From an optimization exercise on the open Yosys and OpenROAD flow, aimed at a short achievable clock period and few clock cycles; shortcuts taken in it are not production practice.
Only simulation tests tie the RTL to the original design; equivalence was not proved.
No activity file was given, so power comes from the tool's default toggle rates.

==> design/flow/design.v <==
`timescale 1ns/1ps
package rv_pkg;
	localparam int xlen = 32;
	typedef logic [4:0] reg_addr_t;
	typedef logic [xlen-1:0] word_t;
	typedef enum logic [2:0] {
		alu_add,
		alu_sub,
		alu_and,
		alu_or,
		alu_xor,
		alu_slt
	} alu_op_t;
	localparam logic [6:0] opc_op     = 7'b0110011;
	localparam logic [6:0] opc_op_imm = 7'b0010011;
	localparam logic [6:0] opc_load   = 7'b0000011;
	localparam logic [6:0] opc_store  = 7'b0100011;
	localparam logic [6:0] opc_branch = 7'b1100011;
	localparam logic [6:0] opc_jal    = 7'b1101111;
	typedef union packed {
		struct packed {
			logic [6:0] funct7;
			reg_addr_t  rs2;
			reg_addr_t  rs1;
			logic [2:0] funct3;
			reg_addr_t  rd;
			logic [6:0] opcode;
		} r_view;
		struct packed {
			logic [11:0] imm;
			reg_addr_t   rs1;
			logic [2:0]  funct3;
			reg_addr_t   rd;
			logic [6:0]  opcode;
		} i_view;
	} rv_instr_t;
	localparam rv_instr_t nop_instr = 32'h0000_0013;
endpackage
`timescale 1ns/1ps
`timescale 1ns/1ps
`timescale 1ns/1ps
`timescale 1ns/1ps
`timescale 1ns/1ps
`timescale 1ns/1ps
`timescale 1ns/1ps
module cpu_top #(
	parameter rv_pkg::word_t reset_pc = '0
) (
	input  logic          clock,
	input  logic          reset,
	output rv_pkg::word_t imem_addr,
	input  rv_pkg::word_t imem_data,
	output logic          wb_cyc,
	output logic          wb_stb,
	output logic          wb_we,
	output rv_pkg::word_t wb_adr,
	output rv_pkg::word_t wb_dat_w,
	input  rv_pkg::word_t wb_dat_r,
	input  logic          wb_ack
);
	localparam logic [6:0] OPC_OP     = 7'b0110011;
	localparam logic [6:0] OPC_OP_IMM = 7'b0010011;
	localparam logic [6:0] OPC_LOAD   = 7'b0000011;
	localparam logic [6:0] OPC_STORE  = 7'b0100011;
	localparam logic [6:0] OPC_BRANCH = 7'b1100011;
	localparam logic [6:0] OPC_JAL    = 7'b1101111;
	localparam int QD = 3;    
	localparam int QW = 2;    
	logic [31:0] pc;
	logic        x_valid;
	logic        x_wr;        
	logic        x_load;
	logic        x_store;
	logic        x_ldwr;      
	logic        x_branch;    
	logic        x_jal;
	logic        x_sub;
	logic [2:0]  x_fn;        
	logic [4:0]  x_rd;
	logic [31:0] x_a;         
	logic [31:0] x_b;         
	logic [31:0] x_opb;       
	logic [31:0] x_link;
	logic [31:0] x_target;
	logic        w_wr;
	logic [4:0]  w_rd;
	logic [31:0] w_res;
	logic        bus_stb;
	logic        bus_we;
	logic [31:0] bus_adr;
	logic [31:0] bus_dat;
	logic        bus_wr;
	logic [4:0]  bus_rd;
	logic [QD-1:0] q_v;
	logic          q_we  [QD];
	logic [31:0]   q_adr [QD];
	logic [31:0]   q_dat [QD];
	logic          q_wr  [QD];
	logic [4:0]    q_rd  [QD];
	logic [QW-1:0] q_head;
	logic [QW-1:0] q_tail;
	logic [QW:0]   q_cnt;
	logic          q_full;
	logic          q_near;
	logic [31:0] regs [1:31];
	logic [31:0] fi;
	logic [6:0]  f_op;
	logic [4:0]  f_rs1;
	logic [4:0]  f_rs2;
	logic [4:0]  f_rd;
	logic        f_is_op;
	logic        f_is_opimm;
	logic        f_is_load;
	logic        f_is_store;
	logic        f_is_beq;
	logic        f_is_branch;
	logic        f_beq_always;
	logic        f_is_jal;
	logic        f_uses_rs1;
	logic        f_uses_rs2;
	logic        f_writes;
	logic [31:0] f_imm;
	logic [31:0] f_jimm;
	logic [31:0] f_bimm;
	logic [31:0] f_jtarget;
	logic [31:0] f_btarget;
	logic [31:0] f_pc4;
	logic        f_sub;
	logic [2:0]  f_fn;
	assign imem_addr = pc;
	assign fi        = imem_data;
	assign f_op  = fi[6:0];
	assign f_rs1 = fi[19:15];
	assign f_rs2 = fi[24:20];
	assign f_rd  = fi[11:7];
	assign f_is_op      = f_op == OPC_OP;
	assign f_is_opimm   = f_op == OPC_OP_IMM;
	assign f_is_load    = f_op == OPC_LOAD;
	assign f_is_store   = f_op == OPC_STORE;
	assign f_is_beq     = f_op == OPC_BRANCH && fi[14:12] == 3'b000;
	assign f_beq_always = f_is_beq && f_rs1 == f_rs2;
	assign f_is_branch  = f_is_beq && f_rs1 != f_rs2;
	assign f_is_jal     = f_op == OPC_JAL;
	assign f_uses_rs1 = f_is_op || f_is_opimm || f_is_load || f_is_store || f_is_branch;
	assign f_uses_rs2 = f_is_op || f_is_store || f_is_branch;
	assign f_writes   = (f_is_op || f_is_opimm || f_is_load || f_is_jal) && f_rd != 5'd0;
	assign f_jimm    = {{12{fi[31]}}, fi[19:12], fi[20], fi[30:21], 1'b0};
	assign f_bimm    = {{20{fi[31]}}, fi[7], fi[30:25], fi[11:8], 1'b0};
	assign f_imm     = f_is_store ? {{20{fi[31]}}, fi[31:25], fi[11:7]} : {{20{fi[31]}}, fi[31:20]};
	assign f_jtarget = pc + f_jimm;
	assign f_btarget = pc + f_bimm;
	assign f_pc4     = pc + 32'd4;
	always_comb begin
		f_sub = 1'b0;
		f_fn  = 3'd0;
		if (f_is_op) begin
			case (fi[14:12])
				3'b000: f_sub = fi[30];
				3'b010: begin
					f_fn  = 3'd1;
					f_sub = 1'b1;
				end
				3'b100: f_fn = 3'd2;
				3'b110: f_fn = 3'd3;
				3'b111: f_fn = 3'd4;
				default: ;
			endcase
		end
	end
	logic        ld_now;
	logic        fx1;
	logic        fx2;
	logic [31:0] rs1_early;
	logic [31:0] rs2_early;
	logic [31:0] rs1_val;
	logic [31:0] rs2_val;
	logic [31:0] opb_early;
	logic [31:0] opb_val;
	logic [31:0] x_res;
	assign ld_now = bus_stb && wb_ack && !bus_we && bus_wr;
	always_comb begin
		if (f_rs1 == 5'd0) begin
			rs1_early = '0;
		end else if (w_wr && w_rd == f_rs1) begin
			rs1_early = w_res;
		end else if (ld_now && bus_rd == f_rs1) begin
			rs1_early = wb_dat_r;
		end else begin
			rs1_early = regs[f_rs1];
		end
		if (f_rs2 == 5'd0) begin
			rs2_early = '0;
		end else if (w_wr && w_rd == f_rs2) begin
			rs2_early = w_res;
		end else if (ld_now && bus_rd == f_rs2) begin
			rs2_early = wb_dat_r;
		end else begin
			rs2_early = regs[f_rs2];
		end
	end
	assign fx1 = x_valid && x_wr && x_rd == f_rs1 && f_rs1 != 5'd0;
	assign fx2 = x_valid && x_wr && x_rd == f_rs2 && f_rs2 != 5'd0;
	assign rs1_val   = fx1 ? x_res : rs1_early;
	assign rs2_val   = fx2 ? x_res : rs2_early;
	assign opb_early = f_is_op ? (rs2_early ^ {32{f_sub}}) : f_imm;
	assign opb_val   = (f_is_op && fx2) ? (x_res ^ {32{f_sub}}) : opb_early;
	logic pend_rs1;
	logic pend_rs2;
	logic pend_rd;
	logic f_hazard;
	always_comb begin
		pend_rs1 = (x_valid && x_ldwr && x_rd == f_rs1) ||
			(bus_stb && bus_wr && !wb_ack && bus_rd == f_rs1);
		pend_rs2 = (x_valid && x_ldwr && x_rd == f_rs2) ||
			(bus_stb && bus_wr && !wb_ack && bus_rd == f_rs2);
		pend_rd  = (x_valid && x_ldwr && x_rd == f_rd) ||
			(bus_stb && bus_wr && !wb_ack && bus_rd == f_rd);
		for (int i = 0; i < QD; i++) begin
			pend_rs1 = pend_rs1 || (q_v[i] && q_wr[i] && q_rd[i] == f_rs1);
			pend_rs2 = pend_rs2 || (q_v[i] && q_wr[i] && q_rd[i] == f_rs2);
			pend_rd  = pend_rd  || (q_v[i] && q_wr[i] && q_rd[i] == f_rd);
		end
	end
	assign f_hazard = (f_uses_rs1 && pend_rs1) || (f_uses_rs2 && pend_rs2) || (f_writes && pend_rd);
	logic [31:0] x_sum;
	logic        x_lt;
	logic [31:0] x_alu;
	logic        x_taken;
	logic        x_mem;
	logic        x_enq;
	logic        f_memblock;
	logic        q_empty;
	logic [32:0] x_sum1;
	assign x_sum1 = {x_a, 1'b1} + {x_opb, x_sub};
	assign x_sum  = x_sum1[32:1];
	assign x_lt  = (x_a[31] == x_opb[31]) ? x_a[31] : x_sum[31];
	always_comb begin
		case (x_fn)
			3'd1: x_alu = {31'd0, x_lt};
			3'd2: x_alu = x_a ^ x_opb;
			3'd3: x_alu = x_a | x_opb;
			3'd4: x_alu = x_a & x_opb;
			default: x_alu = x_sum;
		endcase
	end
	assign x_res   = x_jal ? x_link : x_alu;
	assign x_taken = x_valid && x_branch && x_a == x_b;
	assign x_mem   = x_valid && (x_load || x_store);
	assign f_memblock = (f_is_load || f_is_store) &&
		(q_full || (q_near && x_mem && (bus_stb || !q_empty)));
	assign q_empty = ~|q_v;
	assign x_enq   = x_mem;
	logic f_go;
	assign f_go = !f_memblock && !f_hazard && !x_taken;
	always_ff @(posedge clock or negedge reset) begin
		if (!reset) begin
			pc <= reset_pc;
		end else if (x_taken) begin
			pc <= x_target;
		end else if (f_go) begin
			if (f_is_jal) begin
				pc <= f_jtarget;
			end else if (f_beq_always) begin
				pc <= f_btarget;
			end else begin
				pc <= f_pc4;
			end
		end
	end
	always_ff @(posedge clock or negedge reset) begin
		if (!reset) begin
			x_valid  <= 1'b0;
			x_wr     <= 1'b0;
			x_load   <= 1'b0;
			x_store  <= 1'b0;
			x_ldwr   <= 1'b0;
			x_branch <= 1'b0;
			x_jal    <= 1'b0;
		end else begin
			x_valid  <= f_go;
			x_wr     <= f_go && f_writes && !f_is_load;
			x_load   <= f_go && f_is_load;
			x_store  <= f_go && f_is_store;
			x_ldwr   <= f_go && f_is_load && f_writes;
			x_branch <= f_go && f_is_branch;
			x_jal    <= f_is_jal;
		end
	end
	always_ff @(posedge clock) begin
		x_sub    <= f_sub;
		x_fn     <= f_fn;
		x_rd     <= f_rd;
		x_a      <= rs1_val;
		x_b      <= rs2_val;
		x_opb    <= opb_val;
		x_link   <= f_pc4;
		x_target <= f_btarget;
	end
	always_ff @(posedge clock or negedge reset) begin
		if (!reset) begin
			w_wr <= 1'b0;
		end else begin
			w_wr <= x_valid && x_wr;
		end
	end
	always_ff @(posedge clock) begin
		w_rd  <= x_rd;
		w_res <= x_res;
	end
	always_ff @(posedge clock or negedge reset) begin
		if (!reset) begin
			for (int i = 1; i < 32; i++) begin
				regs[i] <= '0;
			end
		end else begin
			for (int i = 1; i < 32; i++) begin
				if (w_wr && w_rd == 5'(i)) begin
					regs[i] <= w_res;
				end else if (ld_now && bus_rd == 5'(i)) begin
					regs[i] <= wb_dat_r;
				end
			end
		end
	end
	logic bus_free;
	logic q_pop;
	logic q_push;
	assign bus_free = !bus_stb || wb_ack;
	assign q_pop    = bus_free && !q_empty;
	assign q_push   = x_enq && !(bus_free && q_empty);
	assign wb_cyc   = bus_stb;
	assign wb_stb   = bus_stb;
	assign wb_we    = bus_we;
	assign wb_adr   = bus_adr;
	assign wb_dat_w = bus_dat;
	always_ff @(posedge clock or negedge reset) begin
		if (!reset) begin
			bus_stb <= 1'b0;
			q_v     <= '0;
			q_head  <= '0;
			q_tail  <= '0;
			q_cnt   <= '0;
			q_full  <= 1'b0;
			q_near  <= 1'b0;
		end else begin
			if (q_push && !q_pop) begin
				q_cnt  <= q_cnt + 1'b1;
				q_full <= q_cnt == (QW+1)'(QD - 1);
				q_near <= q_cnt >= (QW+1)'(QD - 2);
			end else if (q_pop && !q_push) begin
				q_cnt  <= q_cnt - 1'b1;
				q_full <= 1'b0;
				q_near <= q_cnt >= (QW+1)'(QD);
			end
			if (bus_free) begin
				bus_stb <= !q_empty || x_enq;
			end
			for (int i = 0; i < QD; i++) begin
				if (q_push && q_tail == QW'(i)) begin
					q_v[i] <= 1'b1;
				end else if (q_pop && q_head == QW'(i)) begin
					q_v[i] <= 1'b0;
				end
			end
			if (q_push) begin
				q_tail <= (q_tail == QW'(QD - 1)) ? '0 : q_tail + 1'b1;
			end
			if (q_pop) begin
				q_head <= (q_head == QW'(QD - 1)) ? '0 : q_head + 1'b1;
			end
		end
	end
	always_ff @(posedge clock) begin
		if (bus_free) begin
			if (!q_empty) begin
				bus_we  <= q_we[q_head];
				bus_adr <= q_adr[q_head];
				bus_dat <= q_dat[q_head];
				bus_wr  <= q_wr[q_head];
				bus_rd  <= q_rd[q_head];
			end else begin
				bus_we  <= x_store;
				bus_adr <= x_sum;
				bus_dat <= x_b;
				bus_wr  <= x_ldwr;
				bus_rd  <= x_rd;
			end
		end
		for (int i = 0; i < QD; i++) begin
			if (q_push && q_tail == QW'(i)) begin
				q_we[i]  <= x_store;
				q_adr[i] <= x_sum;
				q_dat[i] <= x_b;
				q_wr[i]  <= x_ldwr;
				q_rd[i]  <= x_rd;
			end
		end
	end
endmodule
==> design/flow/run.sh <==
#!/bin/bash
# synth_recipe.tcl (not shown) runs the flow's synth.tcl, then flattens the netlist and writes it again
# the make line also repeats each setting of config.mk as NAME=value (left out here)
make -C /OpenROAD-flow-scripts/flow DESIGN_CONFIG=/design/flow/config.mk WORK_HOME=/design/flow/orfs CLKGATE_MAP_FILE= SYNTH_SCRIPT=/design/flow/synth_recipe.tcl finish
==> design/flow/config.mk <==
export PLATFORM = sky130hd
export DESIGN_NAME = cpu_top
export DESIGN_NICKNAME = cpu_top
export VERILOG_FILES = /design/flow/design.v
export SDC_FILE = /design/flow/constraint.sdc
export NUM_CORES = 4
export LEC_CHECK = 0
export ABC_CLOCK_PERIOD_IN_PS = 2500
export CAP_MARGIN = 20
export CORE_MARGIN = 2
export CORE_UTILIZATION = 45
export GPL_ROUTABILITY_DRIVEN = 1
export GPL_TIMING_DRIVEN = 1
export PLACE_DENSITY = 0.55
export SETUP_SLACK_MARGIN = 4.0
export SLEW_MARGIN = 20
==> design/flow/constraint.sdc <==
create_clock -name core_clock -period 7.0 [get_ports {clock}]
set_input_delay 1.4000 -clock core_clock [delete_from_list [all_inputs] [get_ports {clock}]]
set_output_delay 1.4000 -clock core_clock [all_outputs]
set_load 0.01 [all_outputs]
==> results.cfg, run 1 <==
[timing]
min_period_ps = 3938
slew_headroom = 0.1586
tns_ps = 0
fmax_mhz = 253.9
final-setup-viol-count = 0
finalCritPeriodShare = 0.5626
holdWs_ps = 394.2
setup_ws_ps = 3062
rsz0062_at_grt = true
slew_violations = 0
finalHoldViolCount = 0
clock_skew_ps = 50.59
tightest_slew_ps = 1262

[setup_path]
end_kind = flop
crit_type = input pin to flop
ff2ff_setup_slack_ps = 3590
critPathMaxFanout = 8
slowest_stage = nand4_1
path_cells = buf_16 > buf_16 > nor2b_4 > and2_4 > buf_12 > buf_12 > buf_8 > a22oi_2 > nand4_1 > nand4b_1 > o221ai_2 > nand4_1 > and3_4 > xnor2_1 > o21ai_1
crit_family = simple AND/OR/NAND/NOR gates
timing.critical_path.buf_inv = 5
required_ps = 7830
cpPeakStageDelay_ps = 730
cp-start-kind = input pin
arrival_ps = 4770

[drt]
route.detailed.wl_per_inst_um = 44.25
vias = 93140
drcViolationCount = 0
drt_iter0_markers = 17930
drtPass1Iterations = 13
drt_wl_total_um = 554400
ant_nets = 0
avgViaCountPerCell = 7.434

[placed_design]
dp_hpwl_um = 323300
dp.cells = 11420
dpl_worst_slack_ps = 1270
placed_area_um2 = 92730
place.gp.congestion = 1.063
io_buffers = 165

[power_and_ir_drop]
power_density_nw_per_um2 = 233.5
peakVddDrop_v = 0.0002417
total_power_mw = 26.26
p_leak_nw = 47.70
swShare = 0.3378
p_int_mw = 17.39
p_seq_frac = 0.405
p_clk_frac = 0.372
switchingPower_mw = 8.869
pwr-share-comb = 0.223

[yosys]
synth_cells = 9353
synth_nets = 9541
synth.yosys.seq_area_share = 0.4457
synth_area_um2 = 87010
ys_dominant_reg_cell = dfrtp_1
ys_ff_latch = 1534
ys_async_sr_fraction = 0.6812
ys_warn_count = 39
synth_edf_count = 284
syn_area_per_cell_um2 = 9.303
synth.distinct_cells = 109

[cells_and_area]
layout.nets = 10000
fin_cells = 12530
multi_input_area_um2 = 50080
fill_cells = 16390
stdcell_area_um2 = 112400
seqCellArea_um2 = 38940
post-route-util = 0.5844
drive_gt1_frac = 0.2385
area_growth_pct = 29.22

[die]
start_util = 0.4523
io_pins = 166
die_h_um = 443.7
rows = 161
core_um2 = 192400
die_w_um = 443.7
fp.dieArea_um2 = 196900

[clock_network]
root_buffer = clkbuf_16
htree_levels = 4
clk_pin_slew_ps = 70
clock_sinks = 1534
cts-hold-fix-buffers = 0
cts_made_buffers = 177
cts_tree = built
worstSkewPairLatency_ps = 900
clock_path_buffers = 3

[global_route]
grt_first_pass_wirelength_um = 723500
track_usage = 0.5339
grt_overflow = 0
antenna_found_initial = 42
grt_pass1_vias = 83090
grt_max_degree = 153

[outcome]
status = no timing/DRC/antenna violations

[flow_run]
cap_violations = 0

[worst_hold_path]
hp-class = flop to flop
==> power groups by stage <==
stage | Sequential [mW] | Combinational, mW | Clock (mW)
4_1_cts | 10.5 | 5.25 | 9.74
5_1_grt | 10.6 | 6.06 | 10.1
3_5_place_dp | 10.8 | 4.45 | 0
3_3_place_gp | 10.8 | 4.39 | 0
6_report | 10.6 | 5.86 | 9.77
2_1_floorplan | 10.4 | 2.72 | 0
==> synthesized netlist by cell type (141+ instances only) <==
cell type	number	area, um2
a21oi_1	754	3774
a221oi_1	237	2076
a22oi_1	490	3679
buf_2	141	705.7
clkbuf_1	696	2613
mux2i_1	1029	10300
a22o_1	228	1997
o21ai_0	768	3844
dfrtp_1	1045	26150
xnor2_1	152	1331
nand2_1	912	3423
nand4_1	184	1151
edfxtp_1	284	8528
dfxtp_1	205	4104
nor2_1	776	2913
==> state kept, by name (all words and copies together) (netlist names), 5 cells and up <==
| name | count |
|---|---|
| regs | 992 |
| q_adr | 96 |
| q_dat | 96 |
| bus_adr | 32 |
| bus_dat | 32 |
| pc | 32 |
| w_res | 32 |
| x_a | 32 |
| x_b | 32 |
| x_opb | 32 |
| x_target | 32 |
| x_link | 31 |
| q_rd | 15 |
| bus_rd | 5 |
| w_rd | 5 |
| x_rd | 5 |
==> kinds of logic after synthesis <==
kind of cell / after synthesis / synth area share
AND/OR/NAND/NOR: 2374 / 0.1220
XOR/XNOR: 241 / 0.02435
multiplexers: 1038 / 0.1195
AO/OA/AOI/OAI: 2950 / 0.2202
buffers and inverters: 1095 / 0.05053
adder cells (fa/ha/maj): 121 / 0.01766
flip-flops: 1534 / 0.4457
==> cells in the final DEF, fill, tap and decap left out, drive strengths merged, types with 52 or more instances in the layout <==
cell type	instances
a21oi	757
a221oi	238
a222oi	57
a22o	228
a22oi	490
and3	56
buf	1083
clkbuf	272
dfrtp	1045
dfxtp	205
dlygate4sd2	69
edfxtp	284
ha	118
inv	133
mux2i	1029
nand2	913
nand2b	52
nand3	101
nand4	184
nor2	787
nor3	95
o21ai	810
o22ai	71
xnor2	152
xor2	89
==> worst paths after layout <==
| path | start | to | cells after the start |
|---|---|---|---|
| min | pc[0]$_DFFE_PN0P_ | x_target[0]$_DFF_P_ | 0 |
| min in group asynchronous | reset | regs[17][16]$_DFFE_PN0P_ | 1 |
| min reg2reg | pc[0]$_DFFE_PN0P_ | x_target[0]$_DFF_P_ | 0 |
| max reg2reg | bus_rd[1]$_DFFE_PP_ | x_opb[4]$_DFF_P_ | 10 |
| max | imem_data[22] | x_opb[4]$_DFF_P_ | 15 |
| max in group asynchronous | reset | regs[22][14]$_DFFE_PN0P_ | 2 |
==> cell type report <==
type,count,share of cell area
clock buffers,255,0.04490
well taps,2526,0.02811
flip-flops and latches,1534,0.3464
multi-input cells,6736,0.4454
diodes,37,0.0008235
repair buffers,1239,0.1217
inverters,127,0.004462
clock inverters,76,0.008235
==> timing repair <==
action	4_1_cts	5_1_grt
cloned	31	16
buffers inserted	462	231
setup endpoints to repair	1581	781
gates resized for setup	1152	583
pin swaps	292	377
==> per-layer routing <==
layer | GRT usage | vias to the layer above | wire (um)
met2 | 0.6888 | 9140 | 206500
met3 | 0.2792 | 2899 | 94560
met1 | 0.6710 | 45700 | 198900
met5 | 0.02906 | - | 1198
met4 | 0.3793 | 52 | 53210
li1 | - | 35360 | -
Testbench counts, summed over its fixed seeds: cycles 4,699.
==> run 2, diff against run 1 <==
--- a/design/flow/design.v
+++ b/design/flow/design.v
@@ -73,9 +73,13 @@
 	logic        x_store;
 	logic        x_ldwr;      
 	logic        x_branch;    
-	logic        x_jal;
 	logic        x_sub;
-	logic [2:0]  x_fn;        
+	logic        x_s_sum;     
+	logic        x_s_slt;
+	logic        x_s_xor;
+	logic        x_s_or;
+	logic        x_s_and;
+	logic        x_s_link;
 	logic [4:0]  x_rd;
 	logic [31:0] x_a;         
 	logic [31:0] x_b;         
@@ -177,6 +181,9 @@
 	logic [31:0] opb_early;
 	logic [31:0] opb_val;
 	logic [31:0] x_res;
+	logic [31:0] x_sum;
+	logic [31:0] x_nonsum;
+	logic        x_lt;
 	assign ld_now = bus_stb && wb_ack && !bus_we && bus_wr;
 	always_comb begin
 		if (f_rs1 == 5'd0) begin
@@ -200,31 +207,31 @@
 	end
 	assign fx1 = x_valid && x_wr && x_rd == f_rs1 && f_rs1 != 5'd0;
 	assign fx2 = x_valid && x_wr && x_rd == f_rs2 && f_rs2 != 5'd0;
-	assign rs1_val   = fx1 ? x_res : rs1_early;
-	assign rs2_val   = fx2 ? x_res : rs2_early;
+	logic        op_fwd;
+	logic [31:0] opb_rest;
+	assign op_fwd    = f_is_op && fx2;
 	assign opb_early = f_is_op ? (rs2_early ^ {32{f_sub}}) : f_imm;
-	assign opb_val   = (f_is_op && fx2) ? (x_res ^ {32{f_sub}}) : opb_early;
+	assign opb_rest  = op_fwd ? (x_s_sum ? '0 : (x_nonsum ^ {32{f_sub}})) : opb_early;
+	assign rs1_val = ({32{fx1 && x_s_sum}} & x_sum) | (fx1 ? x_nonsum : rs1_early) |
+		{31'd0, fx1 && x_s_slt && x_lt};
+	assign rs2_val = ({32{fx2 && x_s_sum}} & x_sum) | (fx2 ? x_nonsum : rs2_early) |
+		{31'd0, fx2 && x_s_slt && x_lt};
+	assign opb_val = (({32{op_fwd && x_s_sum}} & (x_sum ^ {32{f_sub}})) | opb_rest) ^
+		{31'd0, op_fwd && x_s_slt && x_lt};
 	logic pend_rs1;
 	logic pend_rs2;
-	logic pend_rd;
 	logic f_hazard;
 	always_comb begin
 		pend_rs1 = (x_valid && x_ldwr && x_rd == f_rs1) ||
 			(bus_stb && bus_wr && !wb_ack && bus_rd == f_rs1);
 		pend_rs2 = (x_valid && x_ldwr && x_rd == f_rs2) ||
 			(bus_stb && bus_wr && !wb_ack && bus_rd == f_rs2);
-		pend_rd  = (x_valid && x_ldwr && x_rd == f_rd) ||
-			(bus_stb && bus_wr && !wb_ack && bus_rd == f_rd);
 		for (int i = 0; i < QD; i++) begin
 			pend_rs1 = pend_rs1 || (q_v[i] && q_wr[i] && q_rd[i] == f_rs1);
 			pend_rs2 = pend_rs2 || (q_v[i] && q_wr[i] && q_rd[i] == f_rs2);
-			pend_rd  = pend_rd  || (q_v[i] && q_wr[i] && q_rd[i] == f_rd);
 		end
 	end
-	assign f_hazard = (f_uses_rs1 && pend_rs1) || (f_uses_rs2 && pend_rs2) || (f_writes && pend_rd);
-	logic [31:0] x_sum;
-	logic        x_lt;
-	logic [31:0] x_alu;
+	assign f_hazard = (f_uses_rs1 && pend_rs1) || (f_uses_rs2 && pend_rs2);
 	logic        x_taken;
 	logic        x_mem;
 	logic        x_enq;
@@ -234,16 +241,9 @@
 	assign x_sum1 = {x_a, 1'b1} + {x_opb, x_sub};
 	assign x_sum  = x_sum1[32:1];
 	assign x_lt  = (x_a[31] == x_opb[31]) ? x_a[31] : x_sum[31];
-	always_comb begin
-		case (x_fn)
-			3'd1: x_alu = {31'd0, x_lt};
-			3'd2: x_alu = x_a ^ x_opb;
-			3'd3: x_alu = x_a | x_opb;
-			3'd4: x_alu = x_a & x_opb;
-			default: x_alu = x_sum;
-		endcase
-	end
-	assign x_res   = x_jal ? x_link : x_alu;
+	assign x_nonsum = ({32{x_s_xor}} & (x_a ^ x_opb)) | ({32{x_s_or}} & (x_a | x_opb)) |
+		({32{x_s_and}} & (x_a & x_opb)) | ({32{x_s_link}} & x_link);
+	assign x_res    = ({32{x_s_sum}} & x_sum) | x_nonsum | {31'd0, x_s_slt && x_lt};
 	assign x_taken = x_valid && x_branch && x_a == x_b;
 	assign x_mem   = x_valid && (x_load || x_store);
 	assign f_memblock = (f_is_load || f_is_store) &&
@@ -275,7 +275,6 @@
 			x_store  <= 1'b0;
 			x_ldwr   <= 1'b0;
 			x_branch <= 1'b0;
-			x_jal    <= 1'b0;
 		end else begin
 			x_valid  <= f_go;
 			x_wr     <= f_go && f_writes && !f_is_load;
@@ -283,12 +282,16 @@
 			x_store  <= f_go && f_is_store;
 			x_ldwr   <= f_go && f_is_load && f_writes;
 			x_branch <= f_go && f_is_branch;
-			x_jal    <= f_is_jal;
 		end
 	end
 	always_ff @(posedge clock) begin
 		x_sub    <= f_sub;
-		x_fn     <= f_fn;
+		x_s_sum  <= !f_is_jal && f_fn == 3'd0;
+		x_s_slt  <= f_fn == 3'd1;
+		x_s_xor  <= f_fn == 3'd2;
+		x_s_or   <= f_fn == 3'd3;
+		x_s_and  <= f_fn == 3'd4;
+		x_s_link <= f_is_jal;
 		x_rd     <= f_rd;
 		x_a      <= rs1_val;
 		x_b      <= rs2_val;
@@ -370,29 +373,37 @@
 			end
 		end
 	end
+	logic f_kill;
+	logic x_ldwr_keep;
+	assign f_kill      = f_go && f_writes;
+	assign x_ldwr_keep = x_ldwr && !(f_kill && x_rd == f_rd);
 	always_ff @(posedge clock) begin
 		if (bus_free) begin
 			if (!q_empty) begin
 				bus_we  <= q_we[q_head];
 				bus_adr <= q_adr[q_head];
 				bus_dat <= q_dat[q_head];
-				bus_wr  <= q_wr[q_head];
+				bus_wr  <= q_wr[q_head] && !(f_kill && q_rd[q_head] == f_rd);
 				bus_rd  <= q_rd[q_head];
 			end else begin
 				bus_we  <= x_store;
 				bus_adr <= x_sum;
 				bus_dat <= x_b;
-				bus_wr  <= x_ldwr;
+				bus_wr  <= x_ldwr_keep;
 				bus_rd  <= x_rd;
 			end
+		end else if (f_kill && bus_rd == f_rd) begin
+			bus_wr <= 1'b0;
 		end
 		for (int i = 0; i < QD; i++) begin
 			if (q_push && q_tail == QW'(i)) begin
 				q_we[i]  <= x_store;
 				q_adr[i] <= x_sum;
 				q_dat[i] <= x_b;
-				q_wr[i]  <= x_ldwr;
+				q_wr[i]  <= x_ldwr_keep;
 				q_rd[i]  <= x_rd;
+			end else if (f_kill && q_rd[i] == f_rd) begin
+				q_wr[i] <= 1'b0;
 			end
 		end
 	end
==> run 2 against run 1 <==
Compared with the run above:
- setup slack improved by 240 ps
- die area increased by 1.2%
- total power up 2.1%
- still clean
- non-clock buffer count up 92
==> results.cfg, run 2 <==
[outcome]
status = no timing/DRC/antenna violations

[global_route]
grt_pass1_vias = 86500
track_usage = 0.5457
grt_first_pass_wirelength_um = 745300
grt_overflow = 0
gr-usage-met1 = 0.6739
antenna_found_initial = 58
met3_usage = 0.3016
grt-busiest-layer = met2
met2_usage = 0.6981
grt_max_degree = 161

[yosys]
synth_cells = 9579
yosysTopAreaCellShare = 0.2965
synth.yosys.seq_area_share = 0.4406
ys_async_sr_fraction = 0.6797
ys_top_cells_by_area = dfrtp_1 30%, mux2i_1 12%, edfxtp_1 9.7%
synth_area_um2 = 88100
synth_edf_count = 284
synth_most_common_cell = dfrtp_1
ys_warn_count = 39
syn_area_per_cell_um2 = 9.198
ys_dominant_reg_cell = dfrtp_1
yosysTopAreaCell = dfrtp_1
synth.distinct_cells = 107
ys_top_cells_by_count = 1044 x dfrtp_1, 1032 x mux2i_1, 902 x nand2_1
synth_nets = 9767
ys_ff_latch = 1536

[timing]
slew_violations = 0
min_period_ps = 3703
slew_headroom = 0.1219
finalCritPeriodShare = 0.5289
finalHoldViolCount = 0
final-setup-viol-count = 0
rsz0062_at_grt = true
clock_skew_ps = 51.71
fmax_mhz = 270.1
tns_ps = 0
tightest_slew_ps = 1307

[drt]
avgViaCountPerCell = 7.409
drt_iter0_markers = 19460
drtPass1Iterations = 13
route.detailed.wl_per_inst_um = 43.93
drcViolationCount = 0
ant_nets = 0
vias = 95960
drt_wl_total_um = 568900

[clock_network]
clk_pin_slew_ps = 60
htree_levels = 4
worstSkewPairLatency_ps = 900
cts_tree = built
cts-hold-fix-buffers = 0
root_buffer = clkbuf_16
clock_path_buffers = 3
cts_made_buffers = 177
clock_sinks = 1536

[power_and_ir_drop]
power_density_nw_per_um2 = 231.8
peakVddDrop_v = 0.0002688
total_power_mw = 26.81
p_leak_nw = 49.12

[setup_path]
required_ps = 7760
rr_endpoint = x_a[26]$_DFF_P_
cp-start-kind = input pin
arrival_ps = 4460
r2r_cells = 8
crit_type = input pin to flop
r2r-start = regs[25][26]$_DFFE_PN0P_
ff2ff_setup_slack_ps = 3720
end_kind = flop
critPathMaxFanout = 15

[cells_and_area]
fill_cells = 16560
multi_input_area_um2 = 52090
fin_cells = 12950
layout_common_cells = 1031 x mux2i_1, 1013 x dfrtp_1, 873 x nand2_1
regMostFlops = regs
largest_register_ff_count = 992
layout.nets = 10300
seqCellArea_um2 = 38910
reg_top3 = regs x992, q_adr x96, q_dat x96
area_growth_pct = 31.29
final_common_cell = mux2i_1
drive_gt1_frac = 0.2509
stdcell_area_um2 = 115700

[die]
rows = 162
die_w_um = 446.5
fp.dieArea_um2 = 199300
die_h_um = 446.5
start_util = 0.4523
core_um2 = 194800
io_pins = 166

[placed_design]
placed_area_um2 = 94770
place.gp.congestion = 1.052
dp.cells = 11740
dp_hpwl_um = 337200
io_buffers = 165

[worst_hold_path]
hp-class = flop to flop
hold_start = pc[0]$_DFFE_PN0P_
min_to = x_target[0]$_DFF_P_
holdPathStages = 0

[flow_run]
cap_violations = 0
-- run 2: cell types whose count changed in the layout (fill, tap and decap cells not counted), sizes merged, moves of 96 or more --
cell / previous run / this run
a22o: 228 / 77
a22oi: 490 / 645
a221oi: 238 / 92
buf: 1083 / 1183
and3: 56 / 218
nand3: 101 / 197
-- run 2: kinds of logic (layout without fill, tap and decap cells) --
family	count (synthesis)	count (layout)	synth area share
AO/OA/AOI/OAI	2888	2893	0.2100
XOR/XNOR	263	263	0.02614
adder cells (fa/ha/maj)	121	121	0.01744
buffers and inverters	1134	1799	0.05112
flip-flops	1536	1536	0.4406
multiplexers	1034	1034	0.1175
other	0	63	0
AND/OR/NAND/NOR	2603	2619	0.1372
-- run 2: through the flow --
step	worst slack, ps	hold slack, ps	utilization
2_1_floorplan	3143	368.3	-
3_3_place_gp	1169	382.0	0.4856
3_5_place_dp	1218	390.2	0.4865
4_1_cts	3704	399.8	0.5716
5_1_grt	3349	406.5	0.5932
6_report	3297	403.8	0.5938
-- run 2: per-layer routing --
metal,vias up,wire [um]
met3,3179,98730
li1,36330,-
met5,-,1334
met4,55,56370
met2,9621,210400
met1,46780,202100
-- run 2: layout make-up --
type / count / area share
Multi-Input combinational cell: 6930 / 0.4503
Timing Repair Buffer: 1331 / 0.1268
Sequential cell: 1536 / 0.3364
Clock buffer: 254 / 0.04368
Timing Repair inverter: 2 / 0.00008653
Antenna cell: 63 / 0.001363
Clock inverter: 75 / 0.008264
Tap cell: 2624 / 0.02838
Inverter: 137 / 0.004673
-- run 2: worst max path at each step --
stage / startpoint / endpoint / cells after the start
6_report: imem_data[22] / x_opb[13]$_DFF_P_ / 11
5_1_grt: imem_data[23] / x_opb[13]$_DFF_P_ / 13
4_1_cts: imem_data[18] / x_a[26]$_DFF_P_ / 12
3_5_place_dp: imem_data[16] / x_a[13]$_DFF_P_ / 12
3_3_place_gp: imem_data[31] / pc[29]$_DFFE_PN0P_ / 11
2_1_floorplan: imem_data[9] / pc[17]$_DFFE_PN0P_ / 12
-- run 2: power breakdown --
| group | internal (mW) | switching, mW |
|---|---|---|
| logic | 2.33 | 3.94 |
| clock network | 5.37 | 4.42 |
| registers | 9.83 | 0.926 |
| total | 17.5 | 9.29 |
-- run 2: repair_timing --
action | in CTS | in global routing
gates resized for setup | 1269 | 451
cloned | 46 | 13
buffers inserted | 548 | 215
pin swaps | 426 | 387
endpoints found under the setup margin | 1556 | 656
-- run 2: critical path: stages --
cell      delay (ps)
buf_16           130
nand2b_4         250
nor2_4           110
buf_12           200
a22oi_1          220
nand4_1          190
nor4_4          1150
nor4_2            60
nor2_2           280
o21ai_1           80
or3_1            330
Testbench counts of run 2, summed over its fixed seeds: cycles 4,628.

==> afterwards: timing with drivers on the ports <==
No port has a modelled driver above. Below, the same layouts with a new extraction and two added sets of constraints. Step 1 (the two cells are an assumption about what drives the block):
set clk [get_ports {clock}]
set_driving_cell -lib_cell sky130_fd_sc_hd__clkbuf_16 $clk
set_driving_cell -lib_cell sky130_fd_sc_hd__buf_2 [delete_from_list [all_inputs] $clk]
Step 2 adds t to the input delays and takes it off the output delays; t is the mean of the earliest and latest rising clock arrival at the registers after step 1. Input paths then give back, and output paths get back, about the clock's delay inside the block. a / b / c = no drivers / after step 1 / after step 2; a / b = the first two.
run	t, ns	setup slack, ns	hold WS [ns]	worst setup path at the end	worst slew at a driven data input, ns
run 1	0.976	3.062 / 2.944 / 1.967	0.394 / 0.394 / 0.394	input to register	0.41
run 2	0.974	3.297 / 3.047 / 2.073	0.404 / 0.404 / 0.404	input to register	0.41
After both steps setup and hold are still met in every run listed. The setup slack of run 2, which loses most, moves by -0.250 ns with the drivers and by -1.224 ns with both steps.
